Background: an optimization exercise with open tools, aiming at small area, a short achievable clock period and few clock cycles per item. Do not read the settings as production practice.
Function was checked by simulation only, so behaviour that the tests miss may differ from the original.
Power and IR drop assume default switching activity.

$ cat flow/design.v
`default_nettype none
package edv_pkg;
   localparam int unsigned DataWidth = 32;
   localparam int unsigned QuoWidth  = DataWidth + 1;
   typedef struct packed {
      logic signed [DataWidth-1:0] dividend;
      logic signed [DataWidth-1:0] divisor;
   } req_type;
   typedef struct packed {
      logic signed [QuoWidth-1:0] quotient;
      logic                       divide_by_zero;
   } rsp_type;
endpackage
`default_nettype wire
`default_nettype none
module edv_add #(
   parameter int N = 31
) (
   input  wire logic [N-1:0] a,
   input  wire logic [N-1:0] b,
   input  wire logic         ci,
   output logic      [N-1:0] s,
   output logic              co
);
   function automatic integer clog2(input integer x);
      clog2 = 0;
      for (integer i = 0; i < 31; i = i + 1) begin
         if ((1 << i) < x) clog2 = i + 1;
      end
   endfunction
   localparam int L = clog2(N + 1);
   logic [(L+1)*(N+1)-1:0] g;
   logic [(L+1)*(N+1)-1:0] p;
   assign g[0] = ci;
   assign p[0] = 1'b0;
   for (genvar m = 1; m <= N; m++) begin : g_in
      assign g[m] = a[m-1] & b[m-1];
      assign p[m] = a[m-1] ^ b[m-1];
   end
   for (genvar l = 0; l < L; l++) begin : g_lvl
      for (genvar m = 0; m <= N; m++) begin : g_pos
         if (((m >> l) & 1) == 1) begin : g_op
            localparam int J = ((m >> l) << l) - 1;
            assign g[(l+1)*(N+1)+m] = g[l*(N+1)+m] | (p[l*(N+1)+m] & g[l*(N+1)+J]);
            assign p[(l+1)*(N+1)+m] = p[l*(N+1)+m] & p[l*(N+1)+J];
         end else begin : g_cp
            assign g[(l+1)*(N+1)+m] = g[l*(N+1)+m];
            assign p[(l+1)*(N+1)+m] = p[l*(N+1)+m];
         end
      end
   end
   for (genvar m = 0; m < N; m++) begin : g_sum
      assign s[m] = p[m+1] ^ g[L*(N+1)+m];
   end
   assign co = g[L*(N+1)+N];
endmodule
`default_nettype wire
`default_nettype none
module edv_lzc (
   input  wire logic [31:0] x,
   output logic             v,
   output logic [4:0]       c
);
   logic [15:0] v0;  logic [15:0]   c0;
   logic [7:0]  v1;  logic [7:0][1:0] c1;
   logic [3:0]  v2;  logic [3:0][2:0] c2;
   logic [1:0]  v3;  logic [1:0][3:0] c3;
   for (genvar i = 0; i < 16; i++) begin : g_l0
      assign v0[i] = x[2*i+1] | x[2*i];
      assign c0[i] = !x[2*i+1];
   end
   for (genvar i = 0; i < 8; i++) begin : g_l1
      assign v1[i] = v0[2*i+1] | v0[2*i];
      assign c1[i] = v0[2*i+1] ? {1'b0, c0[2*i+1]} : {1'b1, c0[2*i]};
   end
   for (genvar i = 0; i < 4; i++) begin : g_l2
      assign v2[i] = v1[2*i+1] | v1[2*i];
      assign c2[i] = v1[2*i+1] ? {1'b0, c1[2*i+1]} : {1'b1, c1[2*i]};
   end
   for (genvar i = 0; i < 2; i++) begin : g_l3
      assign v3[i] = v2[2*i+1] | v2[2*i];
      assign c3[i] = v2[2*i+1] ? {1'b0, c2[2*i+1]} : {1'b1, c2[2*i]};
   end
   assign v = v3[1] | v3[0];
   assign c = v3[1] ? {1'b0, c3[1]} : {1'b1, c3[0]};
endmodule
`default_nettype wire
`default_nettype none
module euclidean_integer_divider_top #(
   parameter int KS = 2       
) (
   input  wire logic              clock,
   input  wire logic              reset,
   input  wire logic              req_valid,
   output logic                   req_ready,
   input  edv_pkg::req_type       req_data,
   output logic                   rsp_valid,
   input  wire logic              rsp_ready,
   output edv_pkg::rsp_type       rsp_data
);
   localparam int P  = KS - 1;       
   localparam int WN = 35 + P;       
   localparam int YN = WN + 1;       
   localparam int CW = 5;            
   logic [WN-1:0] ws_q, wc_q;    
   logic          qp0_q, qn0_q;  
   logic [32:0]   q_q;           
   logic [32:0]   qm_q;          
   logic [31:0]   d_q;           
   logic          bneg_q;        
   logic          bz_q;          
   logic          dbz_q;
   logic [CW-1:0] cnt_q;         
   logic          fst_q;         
   logic [KS-1:0] pdp_q, pdn_q;  
   logic          ofs_q;         
   logic          pk_q;          
   logic          act_q;         
   logic          pc_q;          
   logic          vld_q;
   wire [31:0] a = req_data.dividend;
   wire [31:0] b = req_data.divisor;
   wire [30:0] bx = b[30:0] ^ {31{b[31]}};
   logic       unused_v;
   logic [4:0] z;
   edv_lzc u_lz (.x({bx, 1'b1}), .v(unused_v), .c(z));
   logic [4:0] zf_q;     
   logic       pv_q;     
   always_ff @(posedge clock) begin
      zf_q <= z;
   end
   logic [CW-1:0] cyc;
   logic [P:0]    epad;
   always_comb begin
      cyc  = '0;
      epad = '0;
      for (int i = 0; i < 32; i++) begin
         if (zf_q == 5'(i)) begin
            cyc  = CW'((i + 2 + KS - 1) / KS);
            epad = (P+1)'(1) << (((i + 2 + KS - 1) / KS) * KS - (i + 2));
         end
      end
   end
   wire [31:0] bn = b << zf_q;
   logic [WN-1:0] w0, c0;
   always_comb begin
      w0 = '0;
      c0 = '0;
      for (int e = 0; e <= P; e++) begin
         w0 = w0 | ({WN{epad[e]}} & ({{(WN-32){a[31]}}, a} << (P - e)));
         c0 = c0 | ({WN{epad[e] & b[31]}} & ({{(WN-32){b[31]}}, b} << (P - e)));
      end
   end
   wire [YN-1:0] dx   = {{(YN-34-P){d_q[31]}}, d_q, {(P+2){1'b0}}};
   wire          dneg = d_q[31];
   function automatic logic [1:0] dsel(input logic [3:0] est, input logic neg);
      logic ge0, m1;
      ge0 = !est[3];
      m1  = (est == 4'b1111);
      dsel = neg ? {!ge0 && !m1, ge0} : {ge0, !ge0 && !m1};    
   endfunction
   logic [WN-1:0] ws [KS+1];
   logic [WN-1:0] wc [KS+1];
   logic [KS:0]   qp, qn;
   logic [KS-1:0] dp, dn;
   assign ws[0] = ws_q;
   assign wc[0] = wc_q;
   assign qp[0] = qp0_q;
   assign qn[0] = qn0_q;
   for (genvar j = 0; j < KS; j++) begin : g_step
      localparam int FW = (j == KS - 1) ? 0 : 6 + 2 * (KS - 2 - j);
      wire [YN-1:0] ys = {ws[j], 1'b0};
      wire [YN-1:0] yc = {wc[j], 1'b0};
      wire up = qp[j];
      wire dw = qn[j];
      assign dp[KS-1-j] = up;
      assign dn[KS-1-j] = dw;
      wire [YN-1:0] op = ({YN{up}} & ~dx) | ({YN{dw}} & dx);
      wire [YN-1:0] sm = ys ^ yc ^ op;
      wire [YN-1:0] cy = (ys & yc) | (ys & op) | (yc & op);
      wire [WN-1:0] wsf = sm[WN-1:0];
      wire [WN-1:0] wcf = {cy[WN-2:0], up};
      wire [YN-1:0] smp = ys ^ yc ^ ~dx;
      wire [YN-1:0] cyp = (ys & yc) | (ys & ~dx) | (yc & ~dx);
      wire [YN-1:0] smz = ys ^ yc;
      wire [YN-1:0] cyz = ys & yc;
      wire [YN-1:0] smn = ys ^ yc ^ dx;
      wire [YN-1:0] cyn = (ys & yc) | (ys & dx) | (yc & dx);
      wire [WN-1:0] wsp = smp[WN-1:0];
      wire [WN-1:0] wcp = {cyp[WN-2:0], 1'b1};
      wire [WN-1:0] wsz = smz[WN-1:0];
      wire [WN-1:0] wcz = {cyz[WN-2:0], 1'b0};
      wire [WN-1:0] wsn = smn[WN-1:0];
      wire [WN-1:0] wcn = {cyn[WN-2:0], 1'b0};
      wire [1:0] gp = dsel(wsp[WN-1:WN-4] + wcp[WN-1:WN-4], dneg);
      wire [1:0] gz = dsel(wsz[WN-1:WN-4] + wcz[WN-1:WN-4], dneg);
      wire [1:0] gn = dsel(wsn[WN-1:WN-4] + wcn[WN-1:WN-4], dneg);
      wire [1:0] g  = up ? gp : dw ? gn : gz;
      assign qp[j+1] = g[1];
      assign qn[j+1] = g[0];
      if (FW > 0) begin : g_win
         wire [WN-1:0] wsw = up ? wsp : dw ? wsn : wsz;
         wire [WN-1:0] wcw = up ? wcp : dw ? wcn : wcz;
         assign ws[j+1] = {wsw[WN-1:WN-FW], wsf[WN-FW-1:0]};
         assign wc[j+1] = {wcw[WN-1:WN-FW], wcf[WN-FW-1:0]};
      end else begin : g_nowin
         assign ws[j+1] = wsf;
         assign wc[j+1] = wcf;
      end
   end
   wire signed [KS+1:0] dpv = {2'b00, pdp_q};
   wire signed [KS+1:0] dnv = {2'b00, pdn_q};
   wire signed [KS+1:0] v   = dpv - dnv;
   wire [32:0] s_q  = ofs_q ? 33'd0 : q_q;
   wire [32:0] s_qm = ofs_q ? {33{1'b1}} : qm_q;
   function automatic logic [32:0] otf(input logic signed [KS+1:0] u,
                                       input logic [32:0] sm1, input logic [32:0] s0);
      logic signed [KS+1:0] h;
      h = u >>> KS;
      if (h < 0) otf = {sm1[32-KS:0], u[KS-1:0]};
      else       otf = {s0[32-KS:0], u[KS-1:0]};
   endfunction
   wire signed [KS+1:0] one = (KS+2)'(1);
   wire [32:0] q_n  = otf(v,       s_qm, s_q);
   wire [32:0] qm_n = otf(v - one, s_qm, s_q);
   logic [WN-2:0] unused_s;
   logic          wcarry;
   edv_add #(.N(WN-1)) u_sgn (.a(ws_q[WN-2:0]), .b(wc_q[WN-2:0]), .ci(1'b0), .s(unused_s), .co(wcarry));
   wire        wneg = ws_q[WN-1] ^ wc_q[WN-1] ^ wcarry;
   wire        pick = wneg ^ bneg_q;
   wire blk  = act_q && ofs_q && vld_q;
   wire step = act_q && !pc_q && !blk;
   wire take = act_q && ofs_q && !vld_q;
   wire load = req_valid && pv_q && (!act_q || (pc_q && !ofs_q) || blk);
   always_ff @(posedge clock) begin
      if (load) begin
         d_q    <= bn;
         bneg_q <= b[31];
         bz_q   <= (b == 32'd0);
      end
   end
   always_ff @(posedge clock) begin
      if (load) begin
         ws_q  <= w0;
         wc_q  <= c0;
         {qp0_q, qn0_q} <= dsel(w0[WN-1:WN-4] + c0[WN-1:WN-4], b[31]);
         cnt_q <= cyc;
         fst_q <= 1'b1;
      end else begin
         ws_q  <= ws[KS];
         wc_q  <= wc[KS];
         {qp0_q, qn0_q} <= {qp[KS], qn[KS]};
         cnt_q <= cnt_q - 1'b1;
         fst_q <= 1'b0;
      end
   end
   always_ff @(posedge clock) begin
      pdp_q <= dp;
      pdn_q <= dn;
      ofs_q <= !load && (step ? fst_q : (ofs_q && !pc_q));
   end
   always_ff @(posedge clock) begin
      if ((step && !fst_q) || (pc_q && !blk)) begin
         q_q  <= q_n;
         qm_q <= qm_n;
      end
      if (pc_q && !blk) begin
         pk_q  <= pick;
         dbz_q <= bz_q;
      end
   end
   always_ff @(posedge clock) begin
      if (reset) begin
         pv_q  <= 1'b0;
         act_q <= 1'b0;
         pc_q  <= 1'b0;
         vld_q <= 1'b0;
      end else begin
         pv_q  <= req_valid && !take;
         act_q <= load || (act_q && !pc_q);
         pc_q  <= step && (cnt_q == CW'(1));
         vld_q <= (pc_q && !blk) || (vld_q && !rsp_ready);
      end
   end
   assign req_ready = take;
   assign rsp_valid = vld_q;
   assign rsp_data  = {dbz_q ? 33'd0 : pk_q ? qm_q : q_q, dbz_q};
endmodule
`default_nettype wire
$ cat flow/flow/run.sh
#!/bin/bash
# The standard layout (standard.sh), run in three parts, with these
# changes to how the layout is made:
# - synthesis does not extract full/half adders into sky130 fa/ha cells
#   before ABC (ADDER_MAP_FILE empty), so the carry-save and prefix logic
#   maps as gates;
# - ABC maps with flow/abc_speed.script (structural choices, then delay-
#   oriented mapping) instead of ORFS's, from a copy of ORFS's scripts folder
#   that differs only in that file;
# - during placement only, the delay cells (clkdlybuf4s*, dlygate*, dlymetal*)
#   are also don't-use, so the port buffers that placement inserts on every
#   input and output are plain buffers rather than delay cells.
# Registers, names and all other steps are the standard flow's. Each part's
# make output goes to its own log here; ORFS's per-step logs stay under
# orfs/logs.
set -euo pipefail
rm -rf scripts
cp -r "$FLOW_HOME/scripts" scripts
cp flow/abc_speed.script scripts/abc_speed.script
common=(SCRIPTS_DIR="$PWD/scripts" ADDER_MAP_FILE=)
bash standard.sh "${common[@]}" synth floorplan > flow_synth_floorplan.log 2>&1
du=$(make -s -C "$FLOW_HOME" DESIGN_CONFIG="$PWD/config.mk" WORK_HOME="$PWD/orfs" print-DONT_USE_CELLS | sed -n 's/^DONT_USE_CELLS: //p')
dly="sky130_fd_sc_hd__clkdlybuf4s15_1 sky130_fd_sc_hd__clkdlybuf4s15_2 sky130_fd_sc_hd__clkdlybuf4s18_1 sky130_fd_sc_hd__clkdlybuf4s18_2 sky130_fd_sc_hd__clkdlybuf4s25_1 sky130_fd_sc_hd__clkdlybuf4s25_2 sky130_fd_sc_hd__clkdlybuf4s50_1 sky130_fd_sc_hd__clkdlybuf4s50_2 sky130_fd_sc_hd__dlygate4sd1_1 sky130_fd_sc_hd__dlygate4sd2_1 sky130_fd_sc_hd__dlygate4sd3_1 sky130_fd_sc_hd__dlymetal6s2s_1 sky130_fd_sc_hd__dlymetal6s4s_1 sky130_fd_sc_hd__dlymetal6s6s_1"
bash standard.sh "${common[@]}" DONT_USE_CELLS="$du $dly" place > flow_place.log 2>&1
bash standard.sh "${common[@]}" finish > flow_finish.log 2>&1
$ cat flow/flow/abc_speed.script
strash
balance
rewrite
refactor
balance
rewrite -z
balance
dch -f
map
topo
buffer -c
upsize -c
dnsize -c
$ cat flow/standard.sh
#!/bin/bash
# synth_recipe.tcl (not shown) runs the flow's synth.tcl, then flattens the netlist and writes it again
# the make line also repeats each setting of config.mk as NAME=value (left out here)
make -C /OpenROAD-flow-scripts/flow DESIGN_CONFIG=/design/flow/config.mk WORK_HOME=/design/flow/orfs CLKGATE_MAP_FILE= SYNTH_SCRIPT=/design/flow/synth_recipe.tcl "${@:-finish}"
$ cat flow/config.mk
export PLATFORM = sky130hd
export DESIGN_NAME = euclidean_integer_divider_top
export DESIGN_NICKNAME = euclidean_integer_divider_top
export VERILOG_FILES = /design/flow/design.v
export SDC_FILE = /design/flow/constraint.sdc
export NUM_CORES = 4
export LEC_CHECK = 0
export CAP_MARGIN = 20
export CORE_MARGIN = 2
export CORE_UTILIZATION = 40
export PLACE_DENSITY = 0.6
export SETUP_SLACK_MARGIN = 2.2
export SLEW_MARGIN = 20
$ cat flow/constraint.sdc
create_clock -name core_clock -period 5.0 [get_ports {clock}]
set_input_delay 1.0000 -clock core_clock [delete_from_list [all_inputs] [get_ports {clock}]]
set_output_delay 1.0000 -clock core_clock [all_outputs]
set_load 0.01 [all_outputs]
==> flow_summary.yaml, run 1 <==
clock_network:
  clock_sinks: 196
  tritoncts: "yes"
  cts-root-to-sink-buffers: 2
  cts_made_buffers: 17
  cts.root.buffer_cell: "sky130_fd_sc_hd__clkbuf_16"
  clk_pin_slew_ns: 0.07
  clkLatencyLatePin_ns: 0.45
  ctsHtreeMaxLevel: 4
power_and_ir_drop:
  power.density_nw_per_um2: 833.8
  vdd.ir_drop.worst_uv: 394.9
  leakage_power_nw: 7.706
critical_path:
  worst_r2r_endpoint: "wc_q[6]"
  worstReg2RegStart: "d_q[31]"
  critical_path_buf_inv_count: 4
  crit_fanout: 6
  startpoint_of_the_worst_setup_timing_path: "d_q[31]"
  criticalPathCategory: "reg -> reg"
  slowest_stage: "sky130_fd_sc_hd__edfxtp_1"
  worst_setup_path_start_kind: "flop"
  crit_path_most_repeated_cell: "sky130_fd_sc_hd__buf_12"
  timing.critical_path.slowest_cell_delay_ns: 0.55
  crit_path_end_kind: "flop"
  critPathCapture: "wc_q[6]"
  cp_num_cells: 16
  worst_path_dominant_cell_family: "simple AND/OR/NAND/NOR gates"
  critical_path.cell_chain: "nand3b_1 > buf_4 > nand2_4 > xnor2_4 > o2111ai_4 > nand2_2 > nand2_4 > buf_12 > a21boi_4 > buf_12 > nor2_4 > buf_12 > o21ai_4 > o21ai_1 > nand2_1 > o21ai_1"
  timing.critical_path.arrival_ns: 3.31
  worst_ep_required_time_ns: 5.32
  worst_r2r_path_depth: 16
  regToRegSetupSlack_ns: 2.02
grt:
  first_global_vias: 14700
  grt_overflow_total: 0
  grt.total_usage: 0.2676
  antenna_found_initial: 0
  pin_count_of_the_biggest_net_entering_global_routing: 82
  global_route_wire_length_before_repair_mm: 80.90
timing:
  setup_ws_ns: 2.017
  final.setup.tns_ns: 0
  maxSlewHeadroom: 0.3085
  final_min_period_over_clock_period: 0.5967
  post-route-min-period_ns: 2.983
  setup-violations-final: 0
  rsz_0062_raised_after_global_routing: "true"
  final_hold_viol_count: 0
  fin_skew_ns: 0.01414
  slew_viol_final: 0
  max_slew.worst_pin.slew_ns: 1.036
  achievable-frequency_ghz: 0.3352
floorplanning:
  start_util: 0.4071
  floorplan.core_area_sq_um: 36700
  die_width_um: 197.3
  die-area_sq_um: 38910
  fp-row-count: 70
  pin_count: 104
  dieHeight_um: 197.3
route:
  route.final.wire_length_mm: 53.51
  viasPerCell: 5.688
  drt_pass1_iterations: 9
  routed-via-count: 16200
  drt-initial-drc-count: 1292
  wl_per_cell_um: 18.80
  drc: 0
  final_antenna_net_count: 0
logic_synthesis:
  synth_compound_gate_area_share: 0.2390
  synth_top_family_by_area: "simple AND/OR/NAND/NOR gates"
  yosys_warnings: 3
  synthDistinctLibCells: 62
  synthSimpleGateAreaFrac: 0.2886
  syn_area_sq_um: 14940
  yosysSeqAreaShare: 0.3310
  synth-adder-area-share: 0
  xor_xnor_fraction_of_synth_area: 0.04749
  synthesized_instance_count: 2268
  async_flop_share: 0
  dominantRegCellSynth: "sky130_fd_sc_hd__edfxtp_1"
  ys_ff_latch: 196
  yosys-mux-area-fraction: 0.005361
  synth_edf_count: 102
  synth.avg_cell_area_sq_um: 6.586
  syn-num-nets: 2336
layout:
  drive_above_1_share: 0.1274
  layout.filler_cells: 3718
  nets: 2434
  antenna_cells_inserted: 0
  layout_overhead_on_the_synthesized_area_pct: 19.51
run_status:
  outcome: "complete, no violations"
place:
  gpl.final_weighted_congestion: 0.9486
  io_buffer_count: 103
  dpl_worst_slack_ns: 1.355
  dp.final_hpwl_mm: 37.61
min_path:
  hold_path.startpoint: "cnt_q[4]"
  timing.hold.worst.class: "reg -> reg"
run:
  max_cap_viol_count: 0
[routing by layer]
metal	share of wire	GRT usage	vias to the layer above
li1	-	-	7890
met2	0.47	0.4524	600
met4	0.033	0.09942	0
met3	0.065	0.03790	129
met1	0.43	0.3469	7576
met5	0	0	-
[area by class of cell]
cell class / instances / area [sq um] / area share
inverter: 233 / 905.9 / 0.05074
timing repair inverter: 2 / 12.51 / 0.0007009
sequential: 196 / 4966 / 0.2782
clock inverter: 13 / 126.4 / 0.007079
tap: 468 / 585.6 / 0.03280
multi-input combinational: 1734 / 9568 / 0.5360
timing repair buffer: 182 / 1255 / 0.07030
clock buffer: 19 / 432.9 / 0.02425
[layout by cell type, fill, tap and decap left out, types with 7 or more instances in the layout]
| cell | netlist | routed |
|---|---|---|
| sky130_fd_sc_hd__nand3_1 | 105 | 92 |
| sky130_fd_sc_hd__nor2_1 | 271 | 254 |
| sky130_fd_sc_hd__clkbuf_16 | 0 | 20 |
| sky130_fd_sc_hd__o21bai_1 | 8 | 7 |
| sky130_fd_sc_hd__nand2_1 | 526 | 491 |
| sky130_fd_sc_hd__o22ai_1 | 20 | 16 |
| sky130_fd_sc_hd__o21ai_1 | 53 | 54 |
| sky130_fd_sc_hd__nand3_2 | 6 | 9 |
| sky130_fd_sc_hd__or2_2 | 12 | 10 |
| sky130_fd_sc_hd__o21ai_4 | 0 | 18 |
| sky130_fd_sc_hd__a21oi_2 | 2 | 10 |
| sky130_fd_sc_hd__o21ai_2 | 18 | 15 |
| sky130_fd_sc_hd__inv_1 | 226 | 222 |
| sky130_fd_sc_hd__a21oi_1 | 176 | 166 |
| sky130_fd_sc_hd__o32ai_1 | 25 | 20 |
| sky130_fd_sc_hd__nand3_4 | 0 | 10 |
| sky130_fd_sc_hd__and2_1 | 12 | 11 |
| sky130_fd_sc_hd__o211ai_1 | 19 | 19 |
| sky130_fd_sc_hd__mux2i_1 | 8 | 7 |
| sky130_fd_sc_hd__xor2_1 | 51 | 50 |
| sky130_fd_sc_hd__nand2_4 | 0 | 14 |
| sky130_fd_sc_hd__a31oi_1 | 17 | 16 |
| sky130_fd_sc_hd__buf_1 | 14 | 104 |
| sky130_fd_sc_hd__buf_4 | 3 | 36 |
| sky130_fd_sc_hd__o31ai_1 | 9 | 9 |
| sky130_fd_sc_hd__nor2_4 | 1 | 14 |
| sky130_fd_sc_hd__buf_6 | 3 | 9 |
| sky130_fd_sc_hd__edfxtp_1 | 102 | 102 |
| sky130_fd_sc_hd__nand4_1 | 32 | 32 |
| sky130_fd_sc_hd__nor3_1 | 38 | 24 |
| sky130_fd_sc_hd__nor3_2 | 2 | 13 |
| sky130_fd_sc_hd__buf_12 | 0 | 14 |
| sky130_fd_sc_hd__xnor2_1 | 30 | 29 |
| sky130_fd_sc_hd__o21ai_0 | 223 | 207 |
| sky130_fd_sc_hd__buf_2 | 12 | 8 |
| sky130_fd_sc_hd__nor2_2 | 3 | 8 |
| sky130_fd_sc_hd__dfxtp_1 | 94 | 85 |
| sky130_fd_sc_hd__nand2_2 | 4 | 25 |
[cells by family (layout without fill, tap and decap cells)]
kind of cell / count (synthesis) / count (layout)
multiplexers: 8 / 8
AND/OR/NAND/NOR: 1029 / 1030
XOR/XNOR: 81 / 81
buffers and inverters: 339 / 449
flip-flops: 196 / 196
AO/OA/AOI/OAI: 615 / 615
[stage by stage]
stage	utilization	cells	cell area, sq um	hold slack (ns)	total power [W]
3_3_place_gp	0.4256	2755	15620	0.4446	0.01065
2_1_floorplan	-	2268	14950	0.3258	0.008923
4_1_cts	0.4652	2823	17070	0.4554	0.01362
6_report	0.4865	2847	17850	0.4471	0.01489
5_1_grt	0.4865	2847	17850	0.4709	0.01603
3_5_place_dp	0.4256	2755	15620	0.4387	0.01077
[timing repair]
item                                    4_1_cts  5_1_grt
hold buffers                                  0        0
buffers inserted                             32       21
cloned                                        4        3
pin swaps                                    16       47
resized for setup                           102      151
endpoints found under the setup margin      127      120
[worst reg2reg max path: stages, from the launching register on]
cell                        delay, ns
sky130_fd_sc_hd__edfxtp_1        0.55
sky130_fd_sc_hd__nand3b_1        0.30
sky130_fd_sc_hd__buf_4           0.18
sky130_fd_sc_hd__nand2_4         0.11
sky130_fd_sc_hd__xnor2_4         0.14
sky130_fd_sc_hd__o2111ai_4       0.17
sky130_fd_sc_hd__nand2_2         0.13
sky130_fd_sc_hd__nand2_4         0.07
sky130_fd_sc_hd__buf_12          0.15
sky130_fd_sc_hd__a21boi_4        0.22
sky130_fd_sc_hd__buf_12          0.16
sky130_fd_sc_hd__nor2_4          0.05
sky130_fd_sc_hd__buf_12          0.16
sky130_fd_sc_hd__o21ai_4         0.16
sky130_fd_sc_hd__o21ai_1         0.09
sky130_fd_sc_hd__nand2_1         0.15
sky130_fd_sc_hd__o21ai_1         0.08
[report_power, final]
| group | switching [W] | internal, W |
|---|---|---|
| sequential | 0.000316 | 0.00236 |
| combinational | 0.00663 | 0.00420 |
| clock | 0.000679 | 0.000698 |
[registers in the layout, summed over array words and instances (netlist names), 2 cells and up]
name	flops
cnt_q	5
d_q	32
pdn_q	2
pdp_q	2
q_q	33
qm_q	33
wc_q	36
ws_q	36
zf_q	5
[how the worst min path moves through the flow]
stage | end | slack [ns] | cells after the start
2_1_floorplan | pdn_q[1] | 0.33 | 0
6_report | pc_q | 0.45 | 1
5_1_grt | pc_q | 0.47 | 1
3_5_place_dp | pc_q | 0.44 | 1
3_3_place_gp | pc_q | 0.44 | 1
4_1_cts | pc_q | 0.46 | 1
[Yosys cell counts, drive strengths merged, types with 3 or more instances]
| master | instances | share of area |
|---|---|---|
| nand4 | 32 | 0.013 |
| and2 | 13 | 0.0056 |
| xor2 | 51 | 0.030 |
| a22oi | 5 | 0.0025 |
| clkbuf | 74 | 0.019 |
| o21bai | 9 | 0.0048 |
| buf | 32 | 0.011 |
| clkinv | 4 | 0.0010 |
| nand2 | 530 | 0.13 |
| o21a | 3 | 0.0015 |
| dfxtp | 94 | 0.13 |
| a21boi | 7 | 0.0043 |
| o211ai | 19 | 0.0095 |
| nor3 | 40 | 0.014 |
| o2111ai | 7 | 0.0045 |
| edfxtp | 102 | 0.21 |
| mux2i | 8 | 0.0054 |
| a31oi | 18 | 0.0085 |
| a21oi | 178 | 0.060 |
| o32ai | 25 | 0.015 |
| o22ai | 20 | 0.0084 |
| inv | 229 | 0.058 |
| or2 | 15 | 0.0063 |
| o31ai | 9 | 0.0045 |
| nor2 | 275 | 0.070 |
| xnor2 | 30 | 0.018 |
| nand3 | 111 | 0.039 |
| nand3b | 6 | 0.0030 |
| nor4 | 4 | 0.0017 |
| o21ai | 294 | 0.10 |
| o221ai | 5 | 0.0029 |
Testbench counts, summed over its fixed seeds: cycles 37,387, items 3,600.
==> run 2: changes to the inputs <==
==> flow/flow/abc_speed.script (replaced) <==
strash
dch -f
map
topo
buffer -c
upsize -c
dnsize -c
==> run 2 against run 1 <==
Still clean on timing, DRC and antenna. Total power fell by 13%. Hold slack lost 0.0071 ns. Clock skew barely moved. Critical path depth fell by 13. Utilization fell by 2.8 points. Register-to-register slack improved by 0.27 ns. Sequential share of layout area grew 1.1 points. Global-route usage shrank 1.7 points.
==> flow_summary.yaml, run 2 <==
grt:
  antenna_found_initial: 2
  pin_count_of_the_biggest_net_entering_global_routing: 71
  first_global_vias: 14490
  met2_usage: 0.4099
  globalRouteMet3Util: 0.04463
  grt.total_usage: 0.2506
  grt_most_used_layer: "met2"
  grt_overflow_total: 0
  global_route_wire_length_before_repair_mm: 77.11
  gr-usage-met1: 0.3346
place:
  dp.final_hpwl_mm: 36.40
  dp_cells: 2816
  io_buffer_count: 103
  placed_area_sq_um: 15760
  gpl.final_weighted_congestion: 0.9325
timing:
  final_min_period_over_clock_period: 0.5466
  post-route-min-period_ns: 2.733
  maxSlewHeadroom: 0.3278
  setup-violations-final: 0
  final_hold_viol_count: 0
  fin_skew_ns: 0.01364
  achievable-frequency_ghz: 0.3659
  max_slew.worst_pin.slew_ns: 1.005
  rsz_0062_raised_after_global_routing: "true"
  hold_slack_ns: 0.4400
  final.setup.tns_ns: 0
  slew_viol_final: 0
route:
  drc: 0
  drt-initial-drc-count: 1620
  viasPerCell: 5.561
  drt_pass1_iterations: 6
  final_antenna_net_count: 0
  route.final.wire_length_mm: 51.16
  wl_per_cell_um: 17.65
  routed-via-count: 16120
logic_synthesis:
  dominantRegCellSynth: "sky130_fd_sc_hd__edfxtp_1"
  ys_ff_latch: 196
  synthDistinctLibCells: 64
  synth_edf_count: 102
  synth.avg_cell_area_sq_um: 6.561
  async_flop_share: 0
  synthMostInstantiatedCell: "sky130_fd_sc_hd__nand2_1"
  ys_top_cells_by_area: "sky130_fd_sc_hd__edfxtp_1 (20%), sky130_fd_sc_hd__nand2_1 (13%), sky130_fd_sc_hd__dfxtp_1 (12%)"
  synthesized_instance_count: 2296
  synth_top_area_frac: 0.2033
  yosys_warnings: 3
  syn_area_sq_um: 15060
  post-synth-top-area-cell: "sky130_fd_sc_hd__edfxtp_1"
  synthTopCellsByCount: "sky130_fd_sc_hd__nand2_1 (511), sky130_fd_sc_hd__nor2_1 (330), sky130_fd_sc_hd__inv_1 (245), sky130_fd_sc_hd__o21ai_0 (203), sky130_fd_sc_hd__a21oi_1 (137)"
  syn-num-nets: 2364
  yosysSeqAreaShare: 0.3283
critical_path:
  slowest_stage: "sky130_fd_sc_hd__edfxtp_1"
  worst_setup_path_start_kind: "flop"
  worst_ep_required_time_ns: 4.00
  crit_fanout: 11
  regToRegSetupSlack_ns: 2.29
  timing.critical_path.slowest_cell_delay_ns: 0.50
  timing.critical_path.arrival_ns: 1.73
  worstReg2RegStart: "d_q[30]"
  critical_path_buf_inv_count: 2
  worst_r2r_path_depth: 13
  criticalPathCategory: "reg -> out"
  crit_path_end_kind: "primary output"
  critical_path.cell_chain: "buf_4 > a211oi_1 > buf_1"
  worst_path_dominant_cell_family: "flip-flops"
  worst_r2r_endpoint: "wc_q[35]"
clock_network:
  cts_hold_buffers: 0
  cts_made_buffers: 17
  tritoncts: "yes"
  clk_pin_slew_ns: 0.08
  cts.root.buffer_cell: "sky130_fd_sc_hd__clkbuf_16"
  cts-root-to-sink-buffers: 2
  clock_sinks: 196
  ctsHtreeMaxLevel: 4
  clkLatencyLatePin_ns: 0.45
min_path:
  holdPathEnd: "ofs_q"
  timing.hold.worst_path_depth: 1
  timing.hold.worst.class: "reg -> reg"
  hold_path.startpoint: "pc_q"
layout:
  multi_input_area_sq_um: 9016
  largest_registers: "wc_q: 36 flops, ws_q: 36 flops"
  post_layout_nonfiller_instances: 2899
  seqCellArea_sq_um: 4961
  layout.filler_cells: 3886
  drive_above_1_share: 0.08965
  nets: 2442
  area_of_all_placed_cells_without_fillers_sq_um: 17160
  layout.cells.most_common: "sky130_fd_sc_hd__nand2_1"
  layout_overhead_on_the_synthesized_area_pct: 13.89
  most-common-layout-cells: "sky130_fd_sc_hd__nand2_1 (498), sky130_fd_sc_hd__nor2_1 (324), sky130_fd_sc_hd__inv_1 (238)"
floorplanning:
  floorplan.core_area_sq_um: 37400
  die_width_um: 198.1
  fp-row-count: 71
  pin_count: 104
  die-area_sq_um: 39230
  start_util: 0.4028
  dieHeight_um: 198.1
power_and_ir_drop:
  leakage_power_nw: 7.341
  power.density_nw_per_um2: 751.8
  vdd.ir_drop.worst_uv: 329.2
run_status:
  outcome: "complete, no violations"
run:
  max_cap_viol_count: 0
==> run 2: area by class of cell <==
| type | count | share of cell area |
|---|---|---|
| diodes | 1 | 0.0001459 |
| clock buffers | 18 | 0.02502 |
| clock inverters | 14 | 0.009627 |
| inverters | 248 | 0.05609 |
| multi-input cells | 1736 | 0.5256 |
| flip-flops and latches | 196 | 0.2892 |
| well taps | 511 | 0.03727 |
| repair buffers | 172 | 0.05609 |
| repair inverters | 3 | 0.001021 |
==> run 2: worst max path at each step <==
stage          slack (ns)  cells after the start          end    startpoint
6_report             2.27                      3  rsp_data[3]         dbz_q
2_1_floorplan        2.21                      5       q_q[0]         vld_q
4_1_cts              2.21                     15     ws_q[16]       d_q[28]
5_1_grt              2.10                     15     ws_q[13]       d_q[29]
3_5_place_dp         1.24                      6     wc_q[18]  req_data[31]
3_3_place_gp         1.34                      6     wc_q[26]  req_data[31]
==> run 2: per-stage QoR <==
stage	util	power, W	setup slack (ns)
floorplan	-	0.008717	2.213
global placement	0.4215	0.01022	1.339
detailed placement	0.4215	0.01039	1.244
CTS	0.4430	0.01202	2.206
global route	0.4586	0.01404	2.097
finish	0.4587	0.01290	2.267
==> run 2: what timing repair did <==
action,in CTS,in global routing
endpoints found under the hold margin,0,0
buffers inserted,12,31
pin swaps,2,12
endpoints found under the setup margin,123,91
cloned,3,4
resized for setup,26,72
==> run 2: logic make-up after synthesis <==
kind of cell	Yosys count	share of synthesized area
AO/OA/AOI/OAI	660	0.2679
multiplexers	7	0.004652
XOR/XNOR	37	0.02201
AND/OR/NAND/NOR	1030	0.2821
flip-flops	196	0.3283
buffers and inverters	366	0.09511
==> run 2: metal layers <==
layer,share of wire,up-vias
li1,-,8030
met1,0.45,7493
met2,0.46,510
met3,0.061,87
met4,0.028,0
met5,0,-
==> run 2: report_power, final <==
group / switching, W / leakage [nW] / internal, W
logic: 0.00569 / 5.32 / 0.00309
clock network: 0.000716 / 0.288 / 0.000718
registers: 0.000320 / 1.73 / 0.00237
==> run 3: changes to the inputs <==
--- a/flow/config.mk
+++ b/flow/config.mk
@@ -8,6 +8,6 @@
 export CAP_MARGIN = 20
 export CORE_MARGIN = 2
-export CORE_UTILIZATION = 40
-export PLACE_DENSITY = 0.6
+export CORE_UTILIZATION = 50
+export PLACE_DENSITY = 0.65
 export SETUP_SLACK_MARGIN = 2.2
 export SLEW_MARGIN = 20
==> run 3 against run 2 <==
Still clean on timing, DRC and antenna. Total power grew 1.4%. Clock-buffer cell count decreased by 1. Critical path type unchanged. Via count is 3.2% higher. Critical endpoint is now rsp_data[11]. Largest power group unchanged. Die area is 20% lower.
==> flow_summary.yaml, run 3 <==
layout:
  drive_above_1_share: 0.09891
  post_layout_nonfiller_instances: 2786
  nets: 2451
  antenna_cells_inserted: 0
  layout_overhead_on_the_synthesized_area_pct: 14.12
  largest_registers: "wc_q: 36 flops, ws_q: 36 flops"
  most-common-layout-cells: "sky130_fd_sc_hd__nand2_1 (497), sky130_fd_sc_hd__nor2_1 (322), sky130_fd_sc_hd__inv_1 (237)"
  layout.cells.most_common: "sky130_fd_sc_hd__nand2_1"
floorplanning:
  die_width_um: 177.6
  dieHeight_um: 177.6
  start_util: 0.5082
  die-area_sq_um: 31530
  pin_count: 104
  floorplan.core_area_sq_um: 29640
  fp-row-count: 63
logic_synthesis:
  syn_area_sq_um: 15060
  synth_top_area_frac: 0.2033
  async_flop_share: 0
  post-synth-top-area-cell: "sky130_fd_sc_hd__edfxtp_1"
  dominantRegCellSynth: "sky130_fd_sc_hd__edfxtp_1"
  yosys_warnings: 3
  syn-num-nets: 2364
  synthesized_instance_count: 2296
  synthTopCellsByCount: "sky130_fd_sc_hd__nand2_1 (511), sky130_fd_sc_hd__nor2_1 (330), sky130_fd_sc_hd__inv_1 (245), sky130_fd_sc_hd__o21ai_0 (203), sky130_fd_sc_hd__a21oi_1 (137)"
  synthDistinctLibCells: 64
  synth.avg_cell_area_sq_um: 6.561
  synthMostInstantiatedCell: "sky130_fd_sc_hd__nand2_1"
  yosysSeqAreaShare: 0.3283
  ys_ff_latch: 196
  ys_top_cells_by_area: "sky130_fd_sc_hd__edfxtp_1 (20%), sky130_fd_sc_hd__nand2_1 (13%), sky130_fd_sc_hd__dfxtp_1 (12%)"
  synth_edf_count: 102
clock_network:
  cts_made_buffers: 17
  tritoncts: "yes"
  cts.root.buffer_cell: "sky130_fd_sc_hd__clkbuf_16"
  cts-root-to-sink-buffers: 2
  clock_sinks: 196
  clk_pin_slew_ns: 0.09
  ctsHtreeMaxLevel: 4
  clkLatencyLatePin_ns: 0.45
critical_path:
  timing.critical_path.arrival_ns: 1.79
  timing.critical_path.slowest_cell_delay_ns: 0.51
  crit_fanout: 31
  critical_path_buf_inv_count: 2
  worstReg2RegStart: "d_q[29]"
  crit_path_end_kind: "primary output"
  worst_ep_required_time_ns: 4.00
  slowest_stage: "sky130_fd_sc_hd__edfxtp_1"
  worst_r2r_path_depth: 13
  critical_path.cell_chain: "clkbuf_16 > a211oi_1 > buf_1"
  cp_num_cells: 3
  worst_setup_path_start_kind: "flop"
  criticalPathCategory: "reg -> out"
  startpoint_of_the_worst_setup_timing_path: "pk_q"
  worst_path_dominant_cell_family: "flip-flops"
timing:
  achievable-frequency_ghz: 0.3588
  rsz_0062_raised_after_global_routing: "true"
  maxSlewHeadroom: 0.3016
  post-route-min-period_ns: 2.787
  slew_viol_final: 0
  fin_skew_ns: 0.01767
  final_hold_viol_count: 0
  max_slew.worst_pin.slew_ns: 1.048
  final.setup.tns_ns: 0
  final_min_period_over_clock_period: 0.5574
  setup-violations-final: 0
grt:
  met2_usage: 0.5367
  gr-usage-met1: 0.4006
  global_route_wire_length_before_repair_mm: 78.02
  antenna_found_initial: 0
  grt_overflow_total: 0
  grt.total_usage: 0.3170
  pin_count_of_the_biggest_net_entering_global_routing: 63
  grt_most_used_layer: "met2"
  globalRouteMet3Util: 0.04584
  first_global_vias: 14750
route:
  drt-initial-drc-count: 1577
  routed-via-count: 16640
  final_antenna_net_count: 0
  route.final.wire_length_mm: 52.62
  drc: 0
  viasPerCell: 5.971
  drt_pass1_iterations: 6
  wl_per_cell_um: 18.89
power_and_ir_drop:
  vdd.ir_drop.worst_uv: 480.4
  leakage_power_nw: 7.392
  power.density_nw_per_um2: 760.8
place:
  dp.final_hpwl_mm: 36.44
  dp_cells: 2697
  gpl.final_weighted_congestion: 0.9564
  io_buffer_count: 103
min_path:
  timing.hold.worst_path_depth: 0
  timing.hold.worst.class: "reg -> reg"
  hold_path.startpoint: "bz_q"
run_status:
  outcome: "complete, no violations"
run:
  max_cap_viol_count: 0
-- run 3: worst paths after layout --
check | endpoint | slack, ns
setup reg to reg | wc_q[33] | 2.30
hold / removal | dbz_q | 0.44
hold reg to reg | dbz_q | 0.44
setup / recovery | rsp_data[11] | 2.21
-- run 3: layout make-up --
class / instances / area (sq um)
clock buffers: 17 / 425.4
clock inverters: 15 / 153.9
fillers: 2896 / 12450
inverters: 248 / 968.4
multi-input cells: 1738 / 9097
flip-flops and latches: 196 / 4964
well taps: 390 / 488.0
repair buffers: 177 / 1066
repair inverters: 5 / 27.53
-- run 3: worst reg2reg max path, stage by stage (launching register included) --
cell and delay (ns):
sky130_fd_sc_hd__edfxtp_1 0.47, sky130_fd_sc_hd__buf_6 0.18, sky130_fd_sc_hd__nor2_4 0.14, sky130_fd_sc_hd__nor2_1 0.05
sky130_fd_sc_hd__nand3_1 0.14, sky130_fd_sc_hd__nand2_1 0.09, sky130_fd_sc_hd__a21oi_1 0.22, sky130_fd_sc_hd__nand2_1 0.13
sky130_fd_sc_hd__a41oi_2 0.22, sky130_fd_sc_hd__a22o_4 0.28, sky130_fd_sc_hd__buf_16 0.24, sky130_fd_sc_hd__nand2_1 0.17
sky130_fd_sc_hd__a21boi_1 0.15, sky130_fd_sc_hd__o22ai_1 0.10
-- run 3: logic make-up (layout without fill, tap and decap cells) --
logic type                Yosys count  in the layout  share of synthesized area
DFF                               196            196                     0.3283
buffers and inverters             366            462                    0.09511
xor gates and xnor gates           37             37                    0.02201
muxes                               7              7                   0.004652
and+or+nand+nor                  1030           1033                     0.2821
AOI/OAI and AO/OA                 660            661                     0.2679
-- run 3: metrics by stage --
stage | setup WS [ns] | power, W | utilization | cell area (sq um) | hold slack [ns]
after detailed placement | 1.302 | 0.01036 | 0.5268 | 15610 | 0.4098
after global routing | 2.122 | 0.01415 | 0.5800 | 17190 | 0.4629
after floorplan | 2.213 | 0.008717 | - | 15070 | 0.3258
final | 2.213 | 0.01308 | 0.5800 | 17190 | 0.4381
after CTS | 2.175 | 0.01197 | 0.5569 | 16510 | 0.4426
after global placement | 1.331 | 0.01020 | 0.5266 | 15610 | 0.4079
-- run 3: timing repair --
item,in CTS,in global routing
gates resized for setup,40,91
hold buffers,0,0
setup endpoints to repair,129,102
pin swaps,2,16
gates cloned,5,7
buffers inserted,19,25
-- run 3: routing by layer --
metal / wire [um] / vias to the layer above
met4: 2106 / 0
met2: 25040 / 702
met3: 3720 / 121
li1: - / 8045
met5: 0 / -
met1: 21750 / 7767
-- run 3: where the power goes --
group          internal (W)  switching, W
Combinational       0.00323       0.00580
Clock              0.000668      0.000711
Sequential          0.00237      0.000308
==> run 4: changes to the inputs <==
--- a/flow/config.mk
+++ b/flow/config.mk
@@ -8,6 +8,9 @@
 export CAP_MARGIN = 20
 export CORE_MARGIN = 2
-export CORE_UTILIZATION = 50
-export PLACE_DENSITY = 0.65
+export CORE_UTILIZATION = 40
+export CTS_BUF_LIST = sky130_fd_sc_hd__clkbuf_8
+export CTS_CLUSTER_DIAMETER = 30
+export CTS_CLUSTER_SIZE = 6
+export PLACE_DENSITY = 0.6
 export SETUP_SLACK_MARGIN = 2.2
 export SLEW_MARGIN = 20
==> run 4 against run 3 <==
Clock skew up 0.0043 ns. Clock-buffer cell count stayed put. Final cell count is 4.2% higher. Worst setup slack improved by 0.024 ns. Critical path type unchanged. Flip-flop and latch count unchanged. Combinational power fell by 2.5%. First-iteration DRC count increased by 3.4%. Critical endpoint is now rsp_data[2]. Via count decreased by 3.0%. Synthesized cell count unchanged. Sequential power hardly changed.
==> flow_summary.yaml, run 4 <==
run_status:
  outcome: "complete, no violations"
critical_path:
  timing.critical_path.arrival_ns: 1.76
  criticalPathCategory: "reg -> out"
  regToRegSetupSlack_ns: 2.31
  worst_setup_path_start_kind: "flop"
  worst_r2r_endpoint: "pk_q"
  worstReg2RegStart: "ws_q[0]"
  startpoint_of_the_worst_setup_timing_path: "dbz_q"
  worst_ep_required_time_ns: 4.00
  crit_path_end_kind: "primary output"
  critPathCapture: "rsp_data[2]"
  worst_r2r_path_depth: 11
  crit_fanout: 11
clock_network:
  tritoncts: "yes"
  cts_hold_buffers: 0
  ctsHtreeMaxLevel: 4
  clk_pin_slew_ns: 0.11
  cts.root.buffer_cell: "sky130_fd_sc_hd__clkbuf_8"
  cts-root-to-sink-buffers: 2
  clkLatencyLatePin_ns: 0.51
  clock_sinks: 196
  cts_made_buffers: 17
power_and_ir_drop:
  leakage_power_nw: 7.337
  power.density_nw_per_um2: 735.5
  power.combinational.fraction: 0.699
  vdd.ir_drop.worst_uv: 431.8
  portion_of_total_power_attributed_to_the_clock_network: 0.087
  internal_portion_of_total_power_w: 0.005914
  p_seq_frac: 0.213
  power.share.switching: 0.5293
  reported_net_switching_power_w: 0.006650
route:
  drt-initial-drc-count: 1631
  viasPerCell: 5.560
  final_antenna_net_count: 0
  route.final.wire_length_mm: 50.80
  routed-via-count: 16140
  wl_per_cell_um: 17.50
  drt_pass1_iterations: 6
  drc: 0
logic_synthesis:
  post-synth-top-area-cell: "sky130_fd_sc_hd__edfxtp_1"
  syn_area_sq_um: 15060
  syn-num-nets: 2364
  ys_top_cells_by_area: "sky130_fd_sc_hd__edfxtp_1 (20%), sky130_fd_sc_hd__nand2_1 (13%), sky130_fd_sc_hd__dfxtp_1 (12%)"
  synthTopCellsByCount: "sky130_fd_sc_hd__nand2_1 (511), sky130_fd_sc_hd__nor2_1 (330), sky130_fd_sc_hd__inv_1 (245), sky130_fd_sc_hd__o21ai_0 (203), sky130_fd_sc_hd__a21oi_1 (137)"
  synthesized_instance_count: 2296
  synthMostInstantiatedCell: "sky130_fd_sc_hd__nand2_1"
  synth_top_area_frac: 0.2033
  ys_ff_latch: 196
  synthDistinctLibCells: 64
  dominantRegCellSynth: "sky130_fd_sc_hd__edfxtp_1"
  yosysSeqAreaShare: 0.3283
  async_flop_share: 0
  synth.avg_cell_area_sq_um: 6.561
  synth_edf_count: 102
  yosys_warnings: 3
grt:
  global_route_wire_length_before_repair_mm: 76.82
  grt_overflow_total: 0
  first_global_vias: 14430
  pin_count_of_the_biggest_net_entering_global_routing: 71
  grt.total_usage: 0.2503
  antenna_found_initial: 2
timing:
  final_min_period_over_clock_period: 0.5526
  slew_viol_final: 0
  hold_slack_ns: 0.4377
  final.setup.tns_ns: 0
  final_hold_viol_count: 0
  rsz_0062_raised_after_global_routing: "true"
  setup_ws_ns: 2.237
  fin_skew_ns: 0.02198
  maxSlewHeadroom: 0.3310
  achievable-frequency_ghz: 0.3619
  post-route-min-period_ns: 2.763
  setup-violations-final: 0
  max_slew.worst_pin.slew_ns: 0.9997
floorplanning:
  die-area_sq_um: 39230
  fp-row-count: 71
  start_util: 0.4028
  die_width_um: 198.1
  pin_count: 104
  dieHeight_um: 198.1
  floorplan.core_area_sq_um: 37400
min_path:
  timing.hold.worst.class: "reg -> reg"
layout:
  most-common-layout-cells: "sky130_fd_sc_hd__nand2_1 (498), sky130_fd_sc_hd__nor2_1 (322), sky130_fd_sc_hd__inv_1 (239)"
  largest_registers: "wc_q: 36 flops, ws_q: 36 flops"
  layout.cells.most_common: "sky130_fd_sc_hd__nand2_1"
  post_layout_nonfiller_instances: 2903
  layout_overhead_on_the_synthesized_area_pct: 13.40
  final_util: 0.4567
  nets: 2446
  drive_above_1_share: 0.1004
place:
  dp_cells: 2816
  dp.final_hpwl_mm: 36.40
  dpl_worst_slack_ns: 1.244
  gpl.final_weighted_congestion: 0.9325
  io_buffer_count: 103
run:
  max_cap_viol_count: 0
-- run 4: worst min path at each step --
stage	start	end	slack, ns	depth (start not counted)
after detailed placement	pc_q	ofs_q	0.43	1
after floorplan	qn0_q	pdn_q[1]	0.33	0
final	pc_q	ofs_q	0.44	1
after global placement	pc_q	ofs_q	0.42	1
after global routing	pc_q	ofs_q	0.45	1
after CTS	cnt_q[4]	pc_q	0.45	1
-- run 4: power by group through the flow --
stage               clock [W]  sequential, W  combinational [W]
floorplan                   0        0.00255            0.00616
global placement            0        0.00269            0.00754
detailed placement          0        0.00269            0.00771
CTS                   0.00112        0.00266            0.00791
global route          0.00118        0.00273            0.00982
finish                0.00109        0.00268            0.00879
-- run 4: what timing repair did --
action / CTS / global route
setup endpoints to repair: 127 / 98
gates cloned: 2 / 3
setup buffers: 12 / 37
pin swaps: 2 / 21
gates resized for setup: 35 / 99
-- run 4: kinds of logic after synthesis --
kind of cell	share of synthesized area
multiplexers	0.004652
flip-flops	0.3283
XOR/XNOR	0.02201
buffers and inverters	0.09511
AND/OR/NAND/NOR	0.2821
AO/OA/AOI/OAI	0.2679
-- run 4: worst max-delay path: stages, from the launching register on --
cell	delay, ns
sky130_fd_sc_hd__edfxtp_1	0.51
sky130_fd_sc_hd__buf_4	0.24
sky130_fd_sc_hd__a211oi_1	0.30
sky130_fd_sc_hd__buf_1	0.20
-- run 4: per-layer routing --
layer,track usage,up-vias,share of wire
met2,0.4075,555,0.46
met5,0,-,0
li1,-,8023,-
met1,0.3360,7470,0.45
met4,0.08076,0,0.027
met3,0.04480,92,0.066
-- run 4: layout make-up --
| type | instances | area (sq um) |
|---|---|---|
| multi-input combinational | 1736 | 9075 |
| clock inverter | 15 | 168.9 |
| sequential | 196 | 4964 |
| timing repair inverter | 2 | 12.51 |
| fill | 3904 | 20320 |
| tap | 511 | 639.4 |
| antenna | 1 | 2.502 |
| clock buffer | 17 | 234.0 |
| timing repair buffer | 177 | 1027 |
| inverter | 248 | 958.4 |
-- run 4: stage by stage --
| step | total power (W) | instance area (sq um) |
|---|---|---|
| after floorplan | 0.008717 | 15070 |
| after global placement | 0.01022 | 15760 |
| after detailed placement | 0.01039 | 15760 |
| after CTS | 0.01168 | 16410 |
| after global routing | 0.01374 | 17080 |
| final | 0.01256 | 17080 |

## what the ideal ports hide
In the flow no input, the clock included, has a driving cell. The finished layouts below were timed again as built, in two steps.
Step 1: set_driving_cell puts a clkbuf_16 on clock and a buf_2 on each other input, an assumption about the parent block.
Step 2 times the ports against the registers' clock, not the clock port: input delays grow and output delays shrink by t, the midpoint of the rising clock arrivals with the driver on.
Three values: ideal, step 1, step 2; two values: the first two.
run	t (ns)	slack for setup (ns)	worst register clock-pin slew, ns
run 1	0.498	2.017 / 2.017 / 1.898	0.08 / 0.08
run 2	0.500	2.267 / 2.213 / 1.905	0.08 / 0.08
run 3	0.502	2.213 / 2.159 / 1.867	0.09 / 0.09
run 4	0.551	2.237 / 2.187 / 1.901	0.12 / 0.12
After both steps setup and hold are still met in every run listed. The setup slack of run 2, which loses most, moves by -0.054 ns with the drivers and by -0.362 ns with both steps.
